From an optimization exercise on the open Yosys and OpenROAD flow, aimed at small area, a short achievable clock period and few clock cycles per item; shortcuts taken in it are not production practice.
No functional check of the RTL was part of any run shown here.

==> flow/design.v, too long to show whole: its modules and the start of the top module <==
// module conv_window_mac: 2023 lines
// module conv_fa: 10 lines
// module conv_frame_loader: 97 lines
// module conv_engine: 30 lines
// module conv_result_stage: 51 lines
// module cnn_conv_top: 50 lines
module cnn_conv_top (
    input  logic        clk,
    input  logic        rst_n,
    input  logic        in_valid,
    output logic        in_ready,
    input  logic [8:0]  in_beat,    
    output logic        out_valid,
    input  logic        out_ready,
    output logic [24:0] out_beat    
);
  // ...
==> flow/flow/run.sh <==
#!/bin/bash
# Standard layout, with repair_timing aiming past the 12 ns period so that the
# achieved period shrinks. Everything else is the standard flow's own flow.
set -euo pipefail
bash standard.sh SETUP_SLACK_MARGIN=8.4 finish > standard.log 2>&1
==> flow/standard.sh <==
#!/bin/bash
# synth_recipe.tcl (not shown) runs the flow's synth.tcl, then flattens the netlist and writes it again
# the make line also repeats each setting of config.mk as NAME=value (left out here)
make -C /OpenROAD-flow-scripts/flow DESIGN_CONFIG=/design/flow/config.mk WORK_HOME=/design/flow/orfs CLKGATE_MAP_FILE= SYNTH_SCRIPT=/design/flow/synth_recipe.tcl "${@:-finish}"
==> flow/config.mk <==
export PLATFORM = sky130hd
export DESIGN_NAME = cnn_conv_top
export DESIGN_NICKNAME = cnn_conv_top
export VERILOG_FILES = /design/flow/design.v
export SDC_FILE = /design/flow/constraint.sdc
export NUM_CORES = 4
export LEC_CHECK = 0
export CAP_MARGIN = 20
export CORE_MARGIN = 2
export CORE_UTILIZATION = 40
export SLEW_MARGIN = 20
export SYNTH_HIERARCHICAL = 1
==> flow/constraint.sdc <==
create_clock -name core_clock -period 12.0 [get_ports {clk}]
set_input_delay 2.4000 -clock core_clock [delete_from_list [all_inputs] [get_ports {clk}]]
set_output_delay 2.4000 -clock core_clock [all_outputs]
set_load 0.01 [all_outputs]
==> flow_summary.ini, run 1 <==
[sta]
fin_skew_ns = 0.0594
timing.final.crit_period_ns = 4.07
drv_slew = 0
finalSetupViolations = 0

[worst_setup_path]
arrival_ns = 4.67
crit_path_frequent_cell = fa_1
r2r_slack_ns = 7.93

[run_status]
status = complete, no violations

[synthesis]
syn_area_mm2 = 0.0686
netlist_instances = 5246
synth_most_common_cell = fa_1
synth-compound-area-share_pct = 10.3
yosysWarnings = 11

[clock_network]
cts_made_buffers = 100
clkSinkCount = 903
cts_buffer_depth = 3

[final_layout]
nNonClkBuffers = 453
area_growth_pct = 13.0
largest_register_ffs = 324
multi_input_gates = 3647
clock_buffers = 133

[global_route]
grt_busiest_layer = met2
gr-usage-met1_pct = 33.1

[floorplanning]
die-area_mm2 = 0.175

[drt]
wl_per_cell_um = 30.1
vias = 43920
drt_iter0_markers = 5688

[placed_design]
placed_area_mm2 = 0.0705
==> inputs of run 2 (changes only) <==
--- a/flow/design.v
+++ b/flow/design.v
@@ -2007,24 +2007,21 @@
         r1394 <= s1312;
         r1395 <= c1313;
         r1396 <= s1315;
         r1397 <= c1316;
     end
     assign rowa = {1'b1, c1544, c1541, c1538, c1535, c1532, c1529, c1526, c1523, c1520, c1517, c1514, c1511, c1508, c1505, c1503, c1501, s1500, r1320, r1318};
     assign rowb = {1'b0, r1397, s1543, s1540, s1537, s1534, s1531, s1528, s1525, s1522, s1519, s1516, s1513, s1510, s1507, s1504, s1502, r1323, 1'b0, r1319};
     assign sum  = rowa + rowb;
-    logic       neg_q, big_q;
-    logic [7:0] mid_q;
+    logic [19:4] sum_q;
     always_ff @(posedge clk) begin
-        neg_q <= sum[19];
-        big_q <= |sum[18:12];
-        mid_q <= sum[11:4];
+        sum_q <= sum[19:4];
     end
-    assign feat = neg_q ? 8'd0 : big_q ? 8'hff : mid_q;
+    assign feat = sum_q[19] ? 8'd0 : (|sum_q[18:12]) ? 8'hff : sum_q[11:4];
 endmodule
 module conv_fa (
     input  logic a,
     input  logic b,
     input  logic c,
     output logic s,
     output logic co
 );
==> run 2 against run 1 <==
Against the previous run: still clean on timing, DRC and antenna; die area is 1.3% higher; register-to-register slack better by 0.41 ns; sequential cell count is 18 higher; first-iteration DRC count is 18% higher; core utilization is 0.16 points higher; largest cell class unchanged.
==> flow_summary.ini, run 2 <==
[final_layout]
layout_common_cells = fa_1 (1,010), xnor2_1 (993), a22oi_1 (736)
nFillCells = 15257
largest_register_ffs = 324
reg_top3 = i_loader.wgt x324, i_loader.sr x144, i_result.buf_q x100
top_register = i_loader.wgt
area_growth_pct = 13.5
stdcell_area_mm2 = 0.0788
layout_commonest_cell = fa_1
drive_gt1_share_pct = 16.4
final_util_pct = 45.8
layout.nets = 6590

[synthesis]
synth.largest_area_cell = fa_1
yosys-top-cells-count = fa_1 (1,086), xnor2_1 (998), a22oi_1 (757)
netlist_instances = 5360
async_flop_share_pct = 3.15
yosysWarnings = 11
synth.area.top_cells = fa_1 (31%), edfxtp_1 (26%), xnor2_1 (13%), dfxtp_1 (8.6%), a22oi_1 (8.2%)
synth-edff-count = 593
dominantRegCellSynth = edfxtp_1
synth_most_common_cell = fa_1
syn_area_mm2 = 0.0695
yosysTopAreaCellShare_pct = 31.3
synth-seq-area-share_pct = 35.3
ys_ff_latch = 921
syn_area_per_cell_um2 = 13.0
yosysUniqueCellTypes = 73

[clock_network]
cts_tree = built
cts_root_buffer = clkbuf_16
cts_buffer_depth = 3
clkSinkCount = 921
insertion_delay_ns = 0.78
cts.clk_slew.worst_paths_ns = 0.06
h-tree-depth = 3
holdBufCountCts = 0
cts_made_buffers = 100

[worst_setup_path]
r2r_cells = 10
path_cells = buf_2
cp.buffers_inverters = 1
cp_max_fo = 1
critPathMaxStageDelay_ns = 0.39
endpoint_kind = primary output
cp.depth = 1
slowest_stage = edfxtp_1
cp.required_ns = 9.60
cpLargestDelayFamily = flip-flops
r2r_start = i_engine.g_mac[2].i_mac.r1363$_DFF_P_
startpoint_type = register
r2r_slack_ns = 8.34
critical_path_class = register to primary output
worstReg2RegEnd = i_engine.g_mac[2].i_mac.sum_q[14]$_DFF_P_
arrival_ns = 1.29

[global_route]
grt_max_degree = 68
grt_usage_pct = 26.8
grt_overflow = 0
grt_pass1_vias = 46793
grt_pass1_wl_um = 337000
grt_antenna_before_repair = 9

[sta]
worst_pin_slew_ns = 1.12
drv_slew = 0
finalSetupViolations = 0
max_slew_margin_pct = 25.5
max_freq_mhz = 271
fin_skew_ns = 0.0700
finalHoldViolCount = 0
setup_slack_ns = 8.31
timing.final.crit_period_ns = 3.69
tns_ns = 0
rsz0062_at_grt = yes
finalCritPeriodShare_pct = 30.8

[placed_design]
post-dp-hpwl_um = 171000
dp_slack_ns = 7.19
port_buffers = 39
place_congestion = 0.977
placed_area_mm2 = 0.0714

[run_status]
status = complete, no violations

[drt]
finalWirelength_um = 238000
drt_iter0_markers = 6697
drtAntennaViolNets = 0
vias = 45977
dr.pass1.iters = 10
routed_via_density = 5.90
drc_errors = 0
wl_per_cell_um = 30.6

[floorplanning]
rows = 152
die_h_um = 421
ios = 40
die-area_mm2 = 0.177
core_mm2 = 0.172
start_util_pct = 40.4
fp.dieW_um = 421

[worst_hold_path]
hold_end = i_engine.l_q[0]$_DFF_P_
hp-class = register to register
min-delay-start = i_loader.b_last$_DFF_P_
holdPathStages = 0

[run]
drv_cap = 0
-- run 2: cell types whose count changed in the layout (fill, tap and decap cells not counted), sizes merged, moves of 15 or more --
cell,delta
inv,+22
buf,+42
and3,+15
nand2,+21
dfxtp,+18
a21oi,+30
nor2,-48
-- run 2: logic make-up after synthesis --
group,after synthesis,synth area share (%)
multiplexers,59,0.863
XOR/XNOR,1011,12.7
buffers and inverters,729,4.10
AND/OR/NAND/NOR,468,3.12
adder cells (fa/ha/maj),1187,33.1
flip-flops,921,35.3
AO/OA/AOI/OAI,981,10.7
other,4,0.0216
-- run 2: final cells by class --
class,count,area [µm²],area share (%)
Timing Repair Buffer,500,4500,5.71
Clock buffer,122,2740,3.48
Antenna cell,2,5.00,0.00635
Inverter,150,567,0.719
Sequential cell,921,24500,31.1
Clock inverter,66,752,0.954
Multi-Input combinational cell,3716,42800,54.3
Timing Repair inverter,1,7.51,0.00952
Tap cell,2310,2890,3.67
-- run 2: worst max-delay path by stage --
stage                                               from  slack [ns]                          end
after global routing      i_result.out_beat[1]$_DFFE_PN_        8.24                  out_beat[1]
final                     i_result.out_beat[1]$_DFFE_PN_        8.31                  out_beat[1]
after CTS                 i_result.out_valid$_DFFE_PN0N_        8.19                    out_valid
after global placement                         out_ready        7.28  i_result.cnt[0]$_DFFE_PN0P_
after floorplan                                out_ready        8.33  i_result.cnt[0]$_DFFE_PN0P_
after detailed placement                       out_ready        7.19  i_result.cnt[0]$_DFFE_PN0P_
-- run 2: worst register-to-register path: cells and delay by family (launching register included) --
kind | cells | cell delay (ns)
adder cells (fa/ha/maj) | 5 | 2.15
AND/OR/NAND/NOR | 2 | 0.56
AO/OA/AOI/OAI | 3 | 0.51
flip-flops | 1 | 0.32
-- run 2: modules after synthesis, one instance, submodules excluded, a selection --
| module | cell area, µm² | times used | flip-flops and latches | cells inside |
|---|---|---|---|---|
| conv_result_stage | 5350 | 1 | 133 | 294 |
| conv_engine | 97.6 | 1 | 4 | 5 |
| conv_frame_loader | 15700 | 1 | 496 | 636 |
| conv_window_mac | 8840 | 3 | 96 | 1113 |
| conv_fa | 20.0 | 1086 | 0 | 1 |
-- run 2: metal layers --
layer / wire [µm] / share of wire, % / GRT usage [%] / vias to the layer above
li1: - / - / - / 18339
met1: 89200 / 37 / 36.0 / 23657
met2: 103000 / 43 / 40.3 / 3314
met3: 30100 / 13 / 7.04 / 663
met4: 15200 / 6.4 / 13.0 / 4
met5: 21 / 0.0088 / 0 / -
-- run 2: repair_timing --
item | 4_1_cts | 5_1_grt
buffers inserted | 305 | 46
pin swaps | 32 | 55
endpoints found under the setup margin | 227 | 89
gates resized for setup | 206 | 164
gates cloned | 1 | 3
-- run 2: per-stage QoR --
step                cells  hold slack (ns)
floorplan            5366            0.310
global placement     7243            0.317
detailed placement   7243            0.318
CTS                  7737            0.333
global route         7786            0.343
finish               7788            0.329
==> inputs of run 3 (changes only) <==
==> flow/flow/run.sh (replaced) <==
#!/bin/bash
# Standard layout, with repair_timing aiming past the 12 ns period so that the
# achieved period shrinks. Everything else is the standard flow's own flow.
set -euo pipefail
bash standard.sh SETUP_SLACK_MARGIN=8.3 finish > standard.log 2>&1
==> run 3 against run 2 <==
Against the previous run: global-route usage is 0.41 points lower; worst setup slack worse by 0.037 ns; clock skew is 0.029 ns lower; die area is the same; register-to-register slack got worse by 0.03 ns; clock-buffer cell count rose by 22; synthesized cell count did not move; cell count fell by 0.72%; critical path depth unchanged; sequential cell count did not move; critical path type unchanged.
==> flow_summary.ini, run 3 <==
[worst_setup_path]
slowest_stage = edfxtp_1
endpoint_kind = primary output
critPathMaxStageDelay_ns = 0.44
arrival_ns = 1.33
cpLargestDelayFamily = flip-flops
startpoint_type = register
cp.required_ns = 9.60
critical_path_class = register to primary output
cp_max_fo = 1
cp.buffers_inverters = 1
path_cells = buf_2

[final_layout]
layout_common_cells = fa_1 (1,050), xnor2_1 (997), a22oi_1 (752)
area_growth_pct = 12.0
layout_commonest_cell = fa_1
multi_input_area_mm2 = 0.0425
largest_register_ffs = 324
reg_top3 = i_loader.wgt x324, i_loader.sr x144, i_result.buf_q x100
layout.nets = 6529
register_area_mm2 = 0.0245
drive_gt1_share_pct = 14.0
nFillCells = 15325
top_register = i_loader.wgt

[floorplanning]
die-area_mm2 = 0.177
core_mm2 = 0.172
rows = 152
fp.dieW_um = 421
die_h_um = 421
start_util_pct = 40.4
ios = 40

[drt]
wl_per_cell_um = 30.2
dr.pass1.iters = 9
drt_iter0_markers = 6723
vias = 45383
finalWirelength_um = 233000
drtAntennaViolNets = 0
routed_via_density = 5.87
drc_errors = 0

[sta]
finalHoldViolCount = 0
tns_ns = 0
finalSetupViolations = 0
rsz0062_at_grt = yes
max_freq_mhz = 268
finalCritPeriodShare_pct = 31.1
timing.final.crit_period_ns = 3.73
fin_skew_ns = 0.0407
max_slew_margin_pct = 30.4
worst_pin_slew_ns = 1.04
drv_slew = 0

[worst_hold_path]
hp-class = register to register

[synthesis]
ys_ff_latch = 921
synth-seq-area-share_pct = 35.3
synth.area.top_cells = fa_1 (31%), edfxtp_1 (26%), xnor2_1 (13%), dfxtp_1 (8.6%), a22oi_1 (8.2%)
synth_most_common_cell = fa_1
syn_area_mm2 = 0.0695
yosys-top-cells-count = fa_1 (1,086), xnor2_1 (998), a22oi_1 (757)
yosysWarnings = 11
synth-edff-count = 593
async_flop_share_pct = 3.15
netlist_instances = 5360
synth.largest_area_cell = fa_1
syn_area_per_cell_um2 = 13.0
yosysUniqueCellTypes = 73
dominantRegCellSynth = edfxtp_1
yosysTopAreaCellShare_pct = 31.3

[run]
drv_cap = 0

[global_route]
grt_pass1_vias = 46428
grt_antenna_before_repair = 10
grt_usage_pct = 26.4
grt_overflow = 0
grt_max_degree = 61
grt_pass1_wl_um = 331000

[clock_network]
insertion_delay_ns = 0.74
clkSinkCount = 921
cts_buffer_depth = 3
cts_made_buffers = 103
cts_root_buffer = clkbuf_16
holdBufCountCts = 0
h-tree-depth = 3
cts_tree = built
cts.clk_slew.worst_paths_ns = 0.06

[placed_design]
post-dp-hpwl_um = 172000
place_congestion = 0.999
port_buffers = 39

[run_status]
status = complete, no violations
==> run 3: changes by cell type in the layout (fill, tap and decap cells not counted), sizes merged <==
cell | before | now
clkinv | 35 | 32
buf | 483 | 424
inv | 159 | 163
bufinv | 11 | 3
clkbuf | 128 | 145
clkinvlp | 12 | 5
==> run 3: logic make-up after synthesis <==
logic type	count (synthesis)	synth area share, %
compound gates	981	10.7
xor+xnor	1011	12.7
fa+ha+maj	1187	33.1
buf+inv	729	4.10
flops	921	35.3
mux	59	0.863
other cells	4	0.0216
simple gates	468	3.12
==> run 3: metrics by stage <==
step | worst slack, ns | cell area [µm²] | utilization, % | cells | hold WS (ns)
2_1_floorplan | 8.30 | 69500 | - | 5366 | 0.310
3_3_place_gp | 7.25 | 71400 | 41.5 | 7251 | 0.323
3_5_place_dp | 7.22 | 71400 | 41.5 | 7252 | 0.324
4_1_cts | 8.14 | 77300 | 44.9 | 7699 | 0.348
5_1_grt | 8.18 | 77800 | 45.2 | 7730 | 0.353
6_report | 8.27 | 77800 | 45.2 | 7732 | 0.346
==> run 3: what timing repair did <==
item	CTS	global route
buffers inserted	250	29
gates resized for setup	163	80
pin swaps	14	24
endpoints found under the hold margin	0	0
cloned	1	1
endpoints found under the setup margin	205	47
==> run 3: cell type report <==
| class | count | share of cell area (%) |
|---|---|---|
| Timing Repair Buffer | 436 | 4.89 |
| Antenna cell | 2 | 0.00643 |
| Sequential cell | 921 | 31.5 |
| Clock inverter | 52 | 0.548 |
| Clock buffer | 144 | 3.96 |
| Timing Repair inverter | 1 | 0.00965 |
| Multi-Input combinational cell | 3716 | 54.6 |
| Tap cell | 2310 | 3.71 |
| Inverter | 150 | 0.728 |
==> run 3: routing by layer <==
metal  up-vias  wire length, µm  global-route usage, %
met5         -               13                      0
met3       666            26600                   6.49
li1      18219                -                      -
met4         2            15000                   14.1
met1     23415            88300                   34.9
met2      3081           103000                   40.0
==> run 3: path summary, 6_finish.rpt <==
| kind | from | endpoint | slack (ns) | cells past startpoint |
|---|---|---|---|---|
| min in group asynchronous | rst_n | i_loader.widx[4]$_DFFE_PN0P_ | 1.79 | 1 |
| worst max register to register | i_engine.g_mac[0].i_mac.r1361$_DFF_P_ | i_engine.g_mac[0].i_mac.sum_q[14]$_DFF_P_ | 8.31 | 10 |
| max in group asynchronous | rst_n | i_loader.b_pix$_DFF_PN0_ | 9.57 | 1 |
| worst min register to register | i_loader.b_last$_DFF_P_ | i_engine.l_q[0]$_DFF_P_ | 0.35 | 0 |
| worst min-delay path | i_loader.b_last$_DFF_P_ | i_engine.l_q[0]$_DFF_P_ | 0.35 | 0 |
| worst max-delay path | i_result.out_beat[23]$_DFFE_PN_ | out_beat[23] | 8.27 | 1 |
==> run 3: per-module statistics from Yosys, one instance, submodules excluded, excerpt <==
module	area [µm²]	cells inside	flops+latches	times used
conv_frame_loader	15700	636	496	1
conv_window_mac	8840	1113	96	3
conv_result_stage	5350	294	133	1
conv_engine	97.6	5	4	1
conv_fa	20.0	1	0	1086
==> inputs of run 4 (changes only) <==
==> flow/flow/run.sh (replaced) <==
#!/bin/bash
# Standard layout, with repair_timing aiming past the 12 ns period so that the
# achieved period shrinks. Everything else is the standard flow's own flow.
set -euo pipefail
bash standard.sh SETUP_SLACK_MARGIN=8.22 finish > standard.log 2>&1
==> run 4 against run 3 <==
Against the previous run: maximum frequency fell by 0.97%; routed wire length rose by 1.8%; sequential cell count did not move; still clean; critical path depth rose by 9.
==> flow_summary.ini, run 4 <==
[final_layout]
reg_top3 = i_loader.wgt x324, i_loader.sr x144, i_result.buf_q x100
top_register = i_loader.wgt
layout_common_cells = fa_1 (1,078), xnor2_1 (996), a22oi_1 (757)
layout.nets = 6493
layout_commonest_cell = fa_1
largest_register_ffs = 324
drive_gt1_share_pct = 12.7
stdcell_area_mm2 = 0.0773
area_growth_pct = 11.4

[sta]
finalCritPeriodShare_pct = 31.4
fin_skew_ns = 0.0424
setup_slack_ns = 8.23
finalSetupViolations = 0
rsz0062_at_grt = yes
max_slew_margin_pct = 22.2
fin_hold_ws_ns = 0.336
worst_pin_slew_ns = 1.17
tns_ns = 0
drv_slew = 0
timing.final.crit_period_ns = 3.77
finalHoldViolCount = 0
max_freq_mhz = 265

[floorplanning]
core_mm2 = 0.172
die-area_mm2 = 0.177
start_util_pct = 40.4
die_h_um = 421
fp.dieW_um = 421
rows = 152
ios = 40

[drt]
vias = 45331
finalWirelength_um = 237000
drc_errors = 0
routed_via_density = 5.89
drtAntennaViolNets = 0
dr.pass1.iters = 8
wl_per_cell_um = 30.9
drt_iter0_markers = 6477

[placed_design]
placed_area_mm2 = 0.0714
dp_slack_ns = 7.40
port_buffers = 39
post-dp-hpwl_um = 174000
place_congestion = 0.968

[synthesis]
dominantRegCellSynth = edfxtp_1
synth.area.top_cells = fa_1 (31%), edfxtp_1 (26%), xnor2_1 (13%), dfxtp_1 (8.6%), a22oi_1 (8.2%)
yosysTopAreaCellShare_pct = 31.3
syn_area_mm2 = 0.0695
yosysUniqueCellTypes = 73
async_flop_share_pct = 3.15
synth-seq-area-share_pct = 35.3
synth-edff-count = 593
netlist_instances = 5360
yosysWarnings = 11
syn_area_per_cell_um2 = 13.0
yosys-top-cells-count = fa_1 (1,086), xnor2_1 (998), a22oi_1 (757)
synth.largest_area_cell = fa_1
ys_ff_latch = 921
synth_most_common_cell = fa_1

[worst_setup_path]
slowest_stage = fa_2
crit_path_frequent_cell = a21o_1
endpoint_kind = register
critPathMaxStageDelay_ns = 0.60
cp.required_ns = 12.63
startpoint_type = register
cpLargestDelayFamily = adder cells
critical_path_class = register to register
arrival_ns = 4.39
path_cells = fa_1, fa_2, fa_1, fa_2, ha_4, a21o_1, a21o_1, a21o_1, or4_1, and4_1
cp.buffers_inverters = 0
cp_max_fo = 6

[clock_network]
holdBufCountCts = 0
insertion_delay_ns = 0.76
h-tree-depth = 3
cts_buffer_depth = 3
cts_tree = built
cts.clk_slew.worst_paths_ns = 0.06
clkSinkCount = 921
cts_root_buffer = clkbuf_16
cts_made_buffers = 104

[global_route]
grt_max_degree = 94
grt_antenna_before_repair = 5
grt_usage_pct = 26.9
grt_pass1_vias = 46682
grt_overflow = 0
grt_pass1_wl_um = 337000

[worst_hold_path]
hp-class = register to register

[run]
drv_cap = 0

[run_status]
status = complete, no violations
==> run 4: changes by cell type in the layout (fill, tap and decap cells not counted), sizes merged, moves of 2 or more <==
cell | before | now
inv | 163 | 161
clkinvlp | 5 | 3
clkbuf | 145 | 159
clkinv | 32 | 25
clkdlybuf4s15 | 0 | 4
buf | 424 | 379
==> run 4: layout make-up <==
| cell class | count | area (µm²) |
|---|---|---|
| clock buffers | 153 | 3080 |
| well taps | 2310 | 2890 |
| flip-flops and latches | 921 | 24500 |
| inverters | 150 | 563 |
| fillers | 15485 | 94800 |
| multi-input cells | 3716 | 42400 |
| diodes | 2 | 5.00 |
| clock inverters | 43 | 403 |
| repair buffers | 400 | 3460 |
==> run 4: Yosys stat by module, one instance, submodules excluded, a selection <==
module | flip-flops and latches | area (µm²)
conv_window_mac | 96 | 8840
conv_frame_loader | 496 | 15700
conv_fa | 0 | 20.0
conv_result_stage | 133 | 5350
conv_engine | 4 | 97.6
==> run 4: per-layer routing <==
layer | vias to the layer above | wire (µm) | track usage, %
li1 | 18140 | - | -
met1 | 23477 | 89700 | 35.3
met2 | 3114 | 106000 | 41.2
met3 | 600 | 27400 | 7.28
met4 | 0 | 14100 | 13.2
met5 | - | 0 | 0
==> run 4: worst paths after layout <==
kind | from | to | slack (ns) | depth (start not counted)
max | i_engine.g_mac[2].i_mac.r1362$_DFF_P_ | i_engine.g_mac[2].i_mac.sum_q[14]$_DFF_P_ | 8.23 | 10
min | i_engine.l_q[0]$_DFF_P_ | i_engine.l_q[1]$_DFF_P_ | 0.34 | 0
max reg2reg | i_engine.g_mac[2].i_mac.r1362$_DFF_P_ | i_engine.g_mac[2].i_mac.sum_q[14]$_DFF_P_ | 8.23 | 10
min reg2reg | i_engine.l_q[0]$_DFF_P_ | i_engine.l_q[1]$_DFF_P_ | 0.34 | 0
max in group asynchronous | rst_n | i_loader.b_pix$_DFF_PN0_ | 9.66 | 1
min in group asynchronous | rst_n | i_loader.widx[4]$_DFFE_PN0P_ | 1.74 | 1
==> run 4: logic make-up (layout without fill, tap and decap cells) <==
| kind of cell | Yosys count | after routing | synth area share (%) |
|---|---|---|---|
| flip-flops | 921 | 921 | 35.3 |
| adder cells (fa/ha/maj) | 1187 | 1187 | 33.1 |
| AO/OA/AOI/OAI | 981 | 981 | 10.7 |
| AND/OR/NAND/NOR | 468 | 468 | 3.12 |
| buffers and inverters | 729 | 746 | 4.10 |
| other | 4 | 12 | 0.0216 |
| multiplexers | 59 | 59 | 0.863 |
| XOR/XNOR | 1011 | 1011 | 12.7 |
==> run 4: stage by stage <==
| step | std cells | utilization (%) |
|---|---|---|
| finish | 7695 | 44.9 |
| global route | 7693 | 44.9 |
| CTS | 7651 | 44.6 |
| detailed placement | 7252 | 41.5 |
| global placement | 7252 | 41.5 |
| floorplan | 5366 | - |
==> run 4: timing repair <==
item,CTS,global route
gates resized for setup,111,73
endpoints found under the setup margin,99,54
pin swaps,0,11
setup buffers,203,41

-- re-timing with driven ports --
The flow's constraints put no driver on any port. The routed layouts listed below were extracted and timed again, unchanged, in two steps.
Step 1 assumes that a clkbuf_16 drives the clock port and a buf_2 every other input.
Step 2, shift: input delay + t, output delay - t, t = (earliest + latest rising clock arrival at the registers) / 2. This alone moves slack from input paths to output paths.
Three values: ideal, step 1, step 2; two values: the first two.
run | t, ns | slack for setup (ns) | cell pins on the clock port's net
run 1 | 0.829 | 7.932 / 7.932 / 7.768 | 1
run 2 | 0.823 | 8.307 / 8.224 / 7.686 | 1
run 3 | 0.805 | 8.270 / 8.189 / 7.657 | 1
run 4 | 0.829 | 8.233 / 8.168 / 7.612 | 1
After both steps every run listed still meets setup and hold.
